Background: an optimization exercise with open tools, aiming at small area and a short achievable clock period. Do not read the settings as production practice. Function was checked by simulation only, so behaviour that the tests miss may differ from the original.

## bfly_engine_top
module bfly_engine_top #(
  parameter int data_width = DATA_WIDTH,
  parameter int bu_par     = BU_PAR,
  parameter int frac_bits  = FRAC_BITS
) (
  input  logic                           clk,
  input  logic                           rst_n,
  input  logic                           up_vld,
  input  logic signed [data_width-1:0]   up_dat,
  input  logic                           cfg_we,
  input  logic [CFG_ADDR_W-1:0]          cfg_addr,
  input  logic [CFG_DATA_W-1:0]          cfg_wdata,
  output logic                           dn_vld,
  output logic [2*bu_par*data_width-1:0] dn_dat
);
export LEC_CHECK = 0
export CAP_MARGIN = 20
export CELL_PAD_IN_SITES_DETAIL_PLACEMENT = 1
export CELL_PAD_IN_SITES_GLOBAL_PLACEMENT = 1
export CORE_MARGIN = 2
export CORE_UTILIZATION = 65
export PLACE_DENSITY = 0.75
export SLEW_MARGIN = 60
create_clock -name core_clock -period 8.0 [get_ports {clk}]
standard.sh (not shown) runs the stock make flow with config.mk's settings and CLKGATE_MAP_FILE= SYNTH_SCRIPT=/design/flow/synth_recipe.tcl, a recipe that flattens the netlist after the stock synthesis.
==> flow/flow/run.sh <==
#!/bin/bash
# The standard layout (the standard.sh, which runs the standard synthesis
# unchanged), with these ORFS arguments set:
#  - port buffers use buf_2 instead of the default delay-cell buffer;
#  - clock tree synthesis uses clkbuf_16, clusters of up to 30 sinks within
#    60 um, and inserts no dummy balancing loads;
#  - timing repair aims for 5.15 ns of setup slack (a 2.85 ns period).
# Each tool's full output goes to the ORFS logs under orfs/logs, and the
# make output to standard.log here.
set -euo pipefail
export BUFFER_PORTS_ARGS="-buffer_cell sky130_fd_sc_hd__buf_2"
export CTS_ARGS="-sink_clustering_enable -repair_clock_nets -buf_list sky130_fd_sc_hd__clkbuf_16 -sink_clustering_size 30 -sink_clustering_max_diameter 60 -dont_use_dummy_load"
bash standard.sh SETUP_SLACK_MARGIN=5.15 finish > standard.log 2>&1
The starting point finished clean.
==> next run, changes <==
--- a/flow/flow/run.sh
+++ b/flow/flow/run.sh
@@ -6,3 +6,3 @@
 #    60 um, and inserts no dummy balancing loads;
-#  - timing repair aims for 5.15 ns of setup slack (a 2.85 ns period).
+#  - timing repair aims for 5.25 ns of setup slack (a 2.75 ns period).
 # Each tool's full output goes to the ORFS logs under orfs/logs, and the
@@ -12,2 +12,2 @@
 export CTS_ARGS="-sink_clustering_enable -repair_clock_nets -buf_list sky130_fd_sc_hd__clkbuf_16 -sink_clustering_size 30 -sink_clustering_max_diameter 60 -dont_use_dummy_load"
-bash standard.sh SETUP_SLACK_MARGIN=5.15 finish > standard.log 2>&1
+bash standard.sh SETUP_SLACK_MARGIN=5.25 finish > standard.log 2>&1
Settings changed: CORE_UTILIZATION 65 to 50, PLACE_DENSITY 0.75 to default.
Routed wire length fell by 11%.
Via count fell by 7.2%.
Die area rose by 30%.
Global-route usage fell by 12 points.
==> next run, changes <==
Settings changed: CORE_UTILIZATION 50 to 80, PLACE_DENSITY from default to 0.88.
The new run aborted during 3_1_place_gp_skip_io.
Synthesized area stays the same.
Synthesized cell count does not change.


## job 3820
Another version of the RTL of bfly_engine_top (not shown whole).
For scale: roughly 3400 cells after synthesis, about 1200 flip-flops, roughly 190 I/O pins, roughly 49000 sq um of cells after synthesis.
Settings: LEC_CHECK=0, CAP_MARGIN=20, CELL_PAD_IN_SITES_DETAIL_PLACEMENT=0, CELL_PAD_IN_SITES_GLOBAL_PLACEMENT=0, CORE_MARGIN=2, CORE_UTILIZATION=70, PLACE_DENSITY=0.8, SLEW_MARGIN=45; clock period 8.0 ns.
==> flow/flow/run.sh <==
#!/bin/bash
# The standard layout (the standard.sh, which runs the standard synthesis
# unchanged), with these ORFS arguments set:
#  - port buffers use buf_2 instead of the default delay-cell buffer;
#  - clock tree synthesis uses clkbuf_16, clusters of up to 30 sinks within
#    60 um, and inserts no dummy balancing loads;
#  - timing repair aims for 5.25 ns of setup slack (a 2.75 ns period).
# Each tool's full output goes to the ORFS logs under orfs/logs, and the
# make output to standard.log here.
set -euo pipefail
export BUFFER_PORTS_ARGS="-buffer_cell sky130_fd_sc_hd__buf_2"
export CTS_ARGS="-sink_clustering_enable -repair_clock_nets -buf_list sky130_fd_sc_hd__clkbuf_16 -sink_clustering_size 30 -sink_clustering_max_diameter 60 -dont_use_dummy_load"
bash standard.sh SETUP_SLACK_MARGIN=5.25 finish > standard.log 2>&1
Edits applied to the flow inputs when going from job 3820 to job 2146:
Settings: swapping 70 for 65 in CORE_UTILIZATION; swapping 0 for 1 in CELL_PAD_IN_SITES_DETAIL_PLACEMENT; swapping 0 for 1 in CELL_PAD_IN_SITES_GLOBAL_PLACEMENT; swapping 45 for 60 in SLEW_MARGIN; swapping 0.8 for 0.75 in PLACE_DENSITY.
## What came out
When the final numbers for job 2146 and job 3820 were put side by side, the via total after detailed routing turned out to be smaller in job 3820. Delay of the slowest critical-path stage up 0.02 ns in job 2146 wrt job 3820. Relative to job 3820, wire length of the first global-routing pass increased by 42000 microns in job 2146. Looking at launching instance or port of the critical path, the dn_dat[90] result is from job 3820; the dn_dat[99] one comes from job 2146. Cell row count (job 2146 over job 3820): increase, 3.1%. Job 2146: die boundary width is 10 microns higher than what job 3820 reported. Summary: with job 3820 as the reference, number of gates given a new drive strength after cts in job 2146 moved down by more than half. Changes observed in job 2146 relative to job 3820: starting DRC count in detailed routing down 2.1%, non-clock inverter instance count of the final layout up 1.
For job 5572, these inputs were changed with respect to job 2146:
Settings: a change of CELL_PAD_IN_SITES_GLOBAL_PLACEMENT from 1 to 0; a change of CELL_PAD_IN_SITES_DETAIL_PLACEMENT from 1 to 0; a change of CORE_UTILIZATION from 65 to 70; a change of PLACE_DENSITY from 0.75 to 0.8.
==> flow/flow/run.sh <==
#!/bin/bash
# The standard layout (the standard.sh, which runs the standard synthesis
# unchanged), with these ORFS arguments set:
#  - port buffers use buf_2 instead of the default delay-cell buffer;
#  - clock tree synthesis uses clkbuf_16, clusters of up to 20 sinks within
#    40 um, and inserts no dummy balancing loads;
#  - timing repair aims for 5.25 ns of setup slack (a 2.75 ns period).
# Each tool's full output goes to the ORFS logs under orfs/logs, and the
# make output to standard.log here.
set -euo pipefail
export BUFFER_PORTS_ARGS="-buffer_cell sky130_fd_sc_hd__buf_2"
export CTS_ARGS="-sink_clustering_enable -repair_clock_nets -buf_list sky130_fd_sc_hd__clkbuf_16 -sink_clustering_size 20 -sink_clustering_max_diameter 40 -dont_use_dummy_load"
bash standard.sh SETUP_SLACK_MARGIN=5.25 finish > standard.log 2>&1
==> comparison <==
Looking only at total non-filler cell area in the finished layout, and setting everything else aside, the higher value of job 5572 and job 2146 goes to job 5572. Arrival time of data at the critical path endpoint: job 2146 vs job 5572 — no meaningful difference. Job 5572 against job 2146: setup slack after placement picked up an extra 0.069 ns, number of clock buffers in the layout picked up an extra 42, worst slew slack as a fraction of its limit lost 0.50 points, worst clock skew picked up an extra 0.022 ns, clock buffer and inverter area fraction after layout picked up an extra 1.9 points. Run comparison: job 5572 critical path endpoint dn_dat[90]; job 2146 critical path endpoint dn_dat[99].
> inputs changed (job 5572 -> job 2799)
Settings: changing CORE_UTILIZATION from 70 to 78; changing PLACE_DENSITY from 0.8 to 0.88.
==> flow/flow/run.sh <==
#!/bin/bash
# The standard layout (the standard.sh, which runs the standard synthesis
# unchanged), with these ORFS arguments set:
#  - port buffers use buf_2 instead of the default delay-cell buffer;
#  - clock tree synthesis uses clkbuf_16, clusters of up to 30 sinks within
#    60 um, and inserts no dummy balancing loads;
#  - timing repair aims for 5.25 ns of setup slack (a 2.75 ns period).
# Each tool's full output goes to the ORFS logs under orfs/logs, and the
# make output to standard.log here.
set -euo pipefail
export BUFFER_PORTS_ARGS="-buffer_cell sky130_fd_sc_hd__buf_2"
export CTS_ARGS="-sink_clustering_enable -repair_clock_nets -buf_list sky130_fd_sc_hd__clkbuf_16 -sink_clustering_size 30 -sink_clustering_max_diameter 60 -dont_use_dummy_load"
bash standard.sh SETUP_SLACK_MARGIN=5.25 finish > standard.log 2>&1
[summary]
- Job 5572 leaves more setup margin than job 2799.
- Proportion of cell area occupied by multi-input gates (lower): job 5572
- Sort job 2799 and job 5572 by highest attainable clock frequency, ascending, and job 2799 comes first.
- Total placed cells including tap cells of job 2799 falls short of that of job 5572 by a few percent.
- Job 2799 vs job 5572 — final period utilization rose 0.22 points.
- [compare] base=job 5572 new=job 2799: routed wire length went up, area after synthesis did not really move.
Relative to job 2799, the following input files were edited for job 8847:
Settings: CORE_UTILIZATION changed from 78 to 70; SLEW_MARGIN changed from 60 to 35; PLACE_DENSITY changed from 0.88 to 0.8.
[summary]
- Delta (job 8847 minus job 2799): share of the clock period used by the worst path essentially unchanged, non-clock buffer count decreased 8, setup slack increased 0.0087 ns.
- Taking job 2799 as the reference, in job 8847 depth of the worst register-to-register path has increased; detailed route wirelength on metal3 decreased by 25% relative to the old numbers; final cell count moved up.
- [job 8847 vs job 2799] area overhead of the layout relative to synthesis: lower in job 8847
- As far as final layout net count is concerned, job 2799 and job 8847 perform about the same.
The following lists how job 6815 was set up differently from job 8847:
Settings: changing SLEW_MARGIN from 35 to 60.
==> flow/flow/run.sh <==
#!/bin/bash
# The standard layout (the standard.sh, which runs the standard synthesis
# unchanged), with these ORFS arguments set:
#  - port buffers use buf_2 instead of the default delay-cell buffer;
#  - clock tree synthesis uses clkbuf_16, clusters of up to 30 sinks within
#    60 um, and inserts no dummy balancing loads;
#  - timing repair aims for 5.35 ns of setup slack (a 2.65 ns period).
# Each tool's full output goes to the ORFS logs under orfs/logs, and the
# make output to standard.log here.
set -euo pipefail
export BUFFER_PORTS_ARGS="-buffer_cell sky130_fd_sc_hd__buf_2"
export CTS_ARGS="-sink_clustering_enable -repair_clock_nets -buf_list sky130_fd_sc_hd__clkbuf_16 -sink_clustering_size 30 -sink_clustering_max_diameter 60 -dont_use_dummy_load"
bash standard.sh SETUP_SLACK_MARGIN=5.35 finish > standard.log 2>&1
### Flow results
- Half-perimeter wire length of the detailed placement result ended up about 0.9% higher on job 6815 than on job 8847.
- Sum of met3 wire segment lengths after detailed routing: job 6815 vs job 8847 down 2.0%
- | cell area after layout | job 6815 vs job 8847 | worse |
- Number of iterations in the first detailed-routing pass sits higher in job 6815 than in job 8847.
- Job 6815: worst hold slack after final layout is 0.0040 ns higher than what job 8847 reported.
- Routed length per placed instance ended up 0.68 microns higher on job 6815 than on job 8847.
- Between job 8847 and job 6815, the total routing resource utilization after global routing is higher for job 6815.
- Via count: job 6815 worse than job 8847

## separate check: timing with driven ports
In the flow no input, the clock included, has a driving cell. The finished layouts below were timed again as built, in two steps.
Step 1 assumes that a clkbuf_16 drives the clock port and a buf_2 every other input.
Step 2, shift: input delay + t, output delay - t, t = (earliest + latest rising clock arrival at the registers) / 2. This alone moves slack from input paths to output paths.
a / b / c = ideal ports / drivers / drivers and shift; a / b = the first two.
run | shift t [ns] | slack for setup (ns) | hold slack, ns
the first run of note 1 | 0.681 | 5.160 / 5.092 / 4.588 | 0.306 / 0.306 / 0.306
the second run of note 1 | 0.740 | 5.113 / 5.040 / 4.713 | 0.324 / 0.324 / 0.324
job 3820 | 0.697 | 5.177 / 5.107 / 4.731 | 0.324 / 0.324 / 0.324
job 2146 | 0.679 | 5.160 / 5.091 / 4.627 | 0.307 / 0.307 / 0.307
job 5572 | 0.711 | 5.150 / 5.082 / 4.694 | 0.327 / 0.327 / 0.327
job 2799 | 0.695 | 5.132 / 5.066 / 4.705 | 0.308 / 0.308 / 0.308
job 8847 | 0.694 | 5.141 / 5.073 / 4.700 | 0.332 / 0.332 / 0.332
job 6815 | 0.695 | 5.161 / 5.096 / 4.776 | 0.336 / 0.336 / 0.336
After both steps setup and hold are still met in every run listed. For the first run of note 1, which loses most, drivers alone change the setup slack by -0.068 ns; drivers and shift together by -0.572 ns.
